Background: an optimization exercise with open tools, aiming at a short achievable clock period and few clock cycles. Do not read the settings as production practice.
Only simulation tests tie the RTL to the original design; equivalence was not proved.
Power is estimated from default activity; no workload was simulated.

## design/flow/design.v

```verilog
module icache_dm #(
    parameter int NUM_SETS   = 16,
    parameter int LINE_WORDS = 4
) (
    input  logic        clk,
    input  logic        reset,
    input  logic        req_valid_i,
    output logic        req_ready_o,
    input  logic [31:0] req_addr_i,
    output logic        resp_valid_o,
    input  logic        resp_ready_i,
    output logic [31:0] resp_data_o,
    output logic [31:0] resp_addr_o,
    output logic        mem_req_valid_o,
    input  logic        mem_req_ready_i,
    output logic [31:0] mem_req_addr_o,
    input  logic        mem_resp_valid_i,
    input  logic [31:0] mem_resp_data_i,
    input  logic        flush_i
);
    localparam int OFF_W   = $clog2(LINE_WORDS);
    localparam int IDX_W   = $clog2(NUM_SETS);
    localparam int TAG_LSB = OFF_W + IDX_W + 2;
    localparam int TAG_W   = 32 - TAG_LSB;
    typedef enum logic [1:0] {S_IDLE, S_RESP, S_MISS_REQ, S_REFILL} state_t;
    state_t                state_q, state_d;
    logic [NUM_SETS-1:0]   valid_q;
    logic [TAG_W-1:0]      tag_q  [NUM_SETS];
    logic [31:0]           data_q [NUM_SETS][LINE_WORDS];
    logic [OFF_W-1:0]      beat_q;
    logic [31:2]           miss_addr_q;
    logic                  flush_seen_q;
    logic [OFF_W-1:0]      req_off, miss_off;
    logic [IDX_W-1:0]      req_idx, miss_idx;
    logic [TAG_W-1:0]      req_tag, miss_tag;
    logic                  hit, accept, beat_in, last_beat;
    assign req_off  = req_addr_i[OFF_W+1:2];
    assign req_idx  = req_addr_i[TAG_LSB-1:OFF_W+2];
    assign req_tag  = req_addr_i[31:TAG_LSB];
    assign miss_off = miss_addr_q[OFF_W+1:2];
    assign miss_idx = miss_addr_q[TAG_LSB-1:OFF_W+2];
    assign miss_tag = miss_addr_q[31:TAG_LSB];
    assign hit       = valid_q[req_idx] && (tag_q[req_idx] == req_tag) && !flush_i;
    assign accept    = req_valid_i && req_ready_o;
    assign beat_in   = (state_q == S_REFILL) && mem_resp_valid_i;
    assign last_beat = beat_in && (beat_q == OFF_W'(LINE_WORDS - 1));
    assign mem_req_addr_o = {miss_addr_q[31:OFF_W+2], {(OFF_W + 2){1'b0}}};
    always_ff @(posedge clk or posedge reset) begin
        if (reset) state_q <= S_IDLE;
        else       state_q <= state_d;
    end
    always_comb begin
        state_d         = state_q;
        req_ready_o     = (state_q == S_IDLE) || ((state_q == S_RESP) && resp_ready_i);
        resp_valid_o    = (state_q == S_RESP);
        mem_req_valid_o = (state_q == S_MISS_REQ);
        case (state_q)
            S_IDLE: begin
                if (accept) state_d = hit ? S_RESP : S_MISS_REQ;
            end
            S_RESP: begin
                if (resp_ready_i) begin
                    if (accept) state_d = hit ? S_RESP : S_MISS_REQ;
                    else        state_d = S_IDLE;
                end
            end
            S_MISS_REQ: begin
                if (mem_req_ready_i) state_d = S_REFILL;
            end
            S_REFILL: begin
                if (last_beat) state_d = S_RESP;
            end
            default: state_d = S_IDLE;
        endcase
    end
    always_ff @(posedge clk or posedge reset) begin
        if (reset) begin
            valid_q      <= '0;
            beat_q       <= '0;
            miss_addr_q  <= '0;
            flush_seen_q <= 1'b0;
            resp_data_o  <= '0;
            resp_addr_o  <= '0;
        end else begin
            if (accept) begin
                resp_addr_o <= req_addr_i;
                if (hit) begin
                    resp_data_o <= data_q[req_idx][req_off];
                end else begin
                    miss_addr_q      <= req_addr_i[31:2];
                    valid_q[req_idx] <= 1'b0;
                    flush_seen_q     <= 1'b0;
                end
            end
            if ((state_q == S_MISS_REQ) && mem_req_ready_i) beat_q <= '0;
            if (beat_in) begin
                beat_q <= beat_q + OFF_W'(1);
                if (beat_q == miss_off) resp_data_o <= mem_resp_data_i;
                if (last_beat && !flush_seen_q && !flush_i) valid_q[miss_idx] <= 1'b1;
            end
            if (flush_i && ((state_q == S_MISS_REQ) || (state_q == S_REFILL)))
                flush_seen_q <= 1'b1;
            if (flush_i) valid_q <= '0;
        end
    end
    always_ff @(posedge clk) begin
        if (beat_in) begin
            data_q[miss_idx][beat_q] <= mem_resp_data_i;
            if (last_beat) tag_q[miss_idx] <= miss_tag;
        end
    end
endmodule
```

## design/flow/run.sh

```bash
#!/bin/bash
# synth_recipe.tcl (not shown) runs the flow's synth.tcl, then flattens the netlist and writes it again
# the make line also repeats each setting of config.mk as NAME=value (left out here)
make -C /OpenROAD-flow-scripts/flow DESIGN_CONFIG=/design/flow/config.mk WORK_HOME=/design/flow/orfs CLKGATE_MAP_FILE= SYNTH_SCRIPT=/design/flow/synth_recipe.tcl finish
```

## design/flow/config.mk

```make
export PLATFORM = sky130hd
export DESIGN_NAME = icache_dm
export DESIGN_NICKNAME = icache_dm
export VERILOG_FILES = /design/flow/design.v
export SDC_FILE = /design/flow/constraint.sdc
export NUM_CORES = 4
export LEC_CHECK = 0
export CAP_MARGIN = 20
export CORE_MARGIN = 2
export CORE_UTILIZATION = 40
export SLEW_MARGIN = 20
```

## design/flow/constraint.sdc

```tcl
create_clock -name core_clock -period 5.0 [get_ports {clk}]
set_input_delay 1.0000 -clock core_clock [delete_from_list [all_inputs] [get_ports {clk}]]
set_output_delay 1.0000 -clock core_clock [all_outputs]
set_load 0.01 [all_outputs]
```

==> impl_metrics.ini <==
[logic_synthesis]
ys_async_sr_fraction_pct = 4.52
synthCells = 4261
synth-edff-count = 2432
synth_seq_area_share_pct = 77.3
ys_warn_count = 1
ys.flop_type = edfxtp_1
syn_avg_cell_area_um2 = 23.0
syn_area_um2 = 98200
ys_ff_latch = 2547
ys_types = 59

[setup_path]
setup.worst_path.start = resp_ready_i
r2r_start = tag_q[15][15]
critPathRequiredTime_ns = 4.00
crit_fanout = 2
r2r_cells = 9
crit_path_cell_trace = clkdlybuf4s50_1 > inv_1 > a21oi_1 > clkdlybuf4s50_1
path_delay_family = buffers and inverters
crit_path_max_incr_delay_ns = 0.76
worst_setup_path_end_kind = output port
cp_slowest_cell = a21oi_1
setup.worst_path.start_class = primary input
r2r-end = miss_addr_q[8]
critical_path_arrival_ns = 3.18
critical_path_class = primary input to output port
cp_num_buf_inv = 3
crit_cells = 4
cpMostUsedCell = clkdlybuf4s50_1
endpoint = req_ready_o
reg2reg_slack_ns = 1.33

[clocking]
post_cts_buffers = 0
clock_latency_ns = 0.86
cts_hold_buf = 0
numCtsBuffers = 239
clock-root-buffer = clkbuf_16
clockBufferDepth = 3
clk_pin_slew_ns = 0.06
cts_tree = yes
clkSinkCount = 2547
cts.repair.resized = 0
htree_levels = 4

[sta]
final_hold_viol_count = 0
fin_setup_tns_ns = 0
grt_setup_unrepaired = no
min_period_ns = 4.18
post-route-period-util_pct = 83.5
fin_skew_ns = 0.0561
fmax_mhz = 239
worstMarginPinSlew_ns = 1.03
drv_slew = 0
setup_violations = 0
slew_headroom_pct = 31.0

[grt]
grt_max_degree = 88
grt_first_pass_wirelength_mm = 351
gr-usage-all-layers_pct = 19.7
gr-total-overflow = 0
antenna_found_initial = 30
grt_pass1_vias = 47100

[layout]
final_cell_mix = 2,432 x edfxtp_1, 752 x mux4_2, 242 x clkbuf_16
area_growth_pct = 15.2
fillerInstances = 19900
fin_area_um2 = 113000
drive_above_1_share_pct = 30.4
fin_nets = 4725
final_common_cell = edfxtp_1

[route]
vias_per_cell = 5.74
first_pass_iters = 6
ant_nets = 0
drt_drc_violations_left = 0
drt_iter0_markers = 5103
wirelength_mm = 247
vias = 46300
wl_per_cell_um = 30.7

[floorplan]
dieArea_um2 = 249000
rows = 181
io_pins = 170
initial_core_util_pct = 40.3
die_w_um = 499
fp.dieH_um = 499
coreArea_um2 = 244000

[power]
power_leakage_uw = 0.0356
p_per_area_nw_per_um2 = 430
ir_drop_v = 0.000343

[outcome]
status = no timing/DRC/antenna violations

[placement]
place_congestion = 0.778
dpl.hpwl_mm = 144
port_buffers = 165
post_dp_cell_area_um2 = 105000

[hold_path]
hp-class = flop to flop

[run]
cap_violations = 0
-- sequential cells by signal (all words and copies together) (netlist names) --
signal / cells
resp_addr_o: 32
beat_q: 2
data_q: 2048
flush_seen_q: 1
miss_addr_q: 30
tag_q: 384
resp_data_o: 32
valid_q: 16
state_q: 2
-- power by group --
group          internal [uW]  switching, uW  leakage, uW  total (uW)
combinational           1970           2770      0.00850        4740
clock                  10300           7800      0.00383       18100
sequential             24700           1100       0.0233       25800
total                  36900          11700       0.0356       48600
-- logic make-up (layout without fill, tap and decap cells) --
family	Yosys count	after routing	share of synthesized area (%)
AOI/OAI and AO/OA	176	176	1.13
xor gates and xnor gates	37	37	0.330
adders and majority gates	10	10	0.127
buffers and inverters	272	859	1.28
DFF	2547	2547	77.3
muxes	827	827	18.1
other	1	10	0.00382
and+or+nand+nor	391	391	1.75
-- per-stage QoR --
step / worst slack [ns] / total power [uW] / hold WS [ns] / utilization (%) / std cells
after floorplan: 0.795 / 28100 / 0.477 / - / 4264
after global placement: 0.248 / 30900 / 0.457 / 43.2 / 7605
after detailed placement: 0.187 / 31000 / 0.462 / 43.2 / 7605
after CTS: 0.865 / 48900 / 0.409 / 46.4 / 8053
after global routing: 0.885 / 50200 / 0.430 / 46.4 / 8054
final: 0.825 / 48600 / 0.471 / 46.4 / 8059
-- cell type report --
| cell class | instances | area, um^2 | area share, % |
|---|---|---|---|
| sequential | 2547 | 75900 | 67.1 |
| multi-input combinational | 1445 | 21600 | 19.1 |
| clock buffer | 301 | 6400 | 5.66 |
| tap | 3202 | 4010 | 3.54 |
| timing repair buffer | 393 | 3640 | 3.22 |
| clock inverter | 147 | 1410 | 1.24 |
| inverter | 18 | 81.3 | 0.0719 |
| antenna | 6 | 15.0 | 0.0133 |
-- tightest hold or removal path, cell delays in order (launching register included) --
cell	delay, ns
dfrtp_1	0.34
nand2_1	0.05
nand2_1	0.05
-- cells in the mapped netlist (13+ instances only) --
| library cell | n | area [um^2] |
|---|---|---|
| xnor2_1 | 21 | 184 |
| nand2_1 | 164 | 616 |
| edfxtp_1 | 2432 | 73000 |
| a22oi_1 | 15 | 113 |
| buf_1 | 13 | 48.8 |
| mux2i_1 | 46 | 460 |
| mux4_2 | 752 | 16900 |
| xor2_1 | 16 | 140 |
| a21oi_1 | 72 | 360 |
| nor2_1 | 152 | 571 |
| buf_4 | 34 | 255 |
| clkbuf_1 | 168 | 631 |
| mux2_1 | 25 | 282 |
| nor2b_1 | 16 | 100 |
| buf_2 | 30 | 150 |
| o21ai_0 | 13 | 65.1 |
| o22ai_1 | 33 | 206 |
| inv_1 | 16 | 60.1 |
| dfrtp_1 | 115 | 2880 |
-- per-layer routing --
| metal | global-route usage, % | up-vias | part of all wire [%] |
|---|---|---|---|
| met1 | 27.1 | 25300 | 41 |
| met3 | 4.86 | 347 | 8.5 |
| li1 | - | 18800 | - |
| met4 | 5.05 | 4 | 2.3 |
| met5 | 0 | - | 0.011 |
| met2 | 31.7 | 1858 | 49 |
-- worst min path at each step --
stage	start	endpoint	slack [ns]	cells after the start
2_1_floorplan	valid_q[12]	valid_q[12]	0.48	1
3_3_place_gp	resp_addr_o[0]	resp_addr_o[0]	0.46	2
4_1_cts	mem_resp_data_i[3]	data_q[58][3]	0.41	1
3_5_place_dp	resp_addr_o[27]	resp_addr_o[27]	0.46	2
6_report	resp_addr_o[1]	resp_addr_o[1]	0.47	2
5_1_grt	mem_resp_data_i[3]	data_q[58][3]	0.43	1
Testbench counts, summed over its fixed seeds: cycles 51,912.

static timing again, ports no longer ideal:
The flow's constraints put no driver on any port. The routed layout listed below was extracted and timed again, unchanged, in two steps. Step 1 assumes that a clkbuf_16 drives the clock port and a buf_2 every other input. Step 2 also shifts input and output timing later by t, the mid clock arrival at the registers, as if the neighbouring blocks saw the same clock. a / b / c = ideal ports / drivers / drivers and shift; a / b = the first two.
t (ns): 0.938
setup slack, ns: 0.825 / 0.779 / 0.236
worst hold slack (ns): 0.471 / 0.433 / 0.471
worst setup path after step 2: input to register
worst slew at a driven data input, ns: 0.19
After both steps setup and hold are still met in this run. For this run, drivers alone change the setup slack by -0.046 ns; drivers and shift together by -0.589 ns.
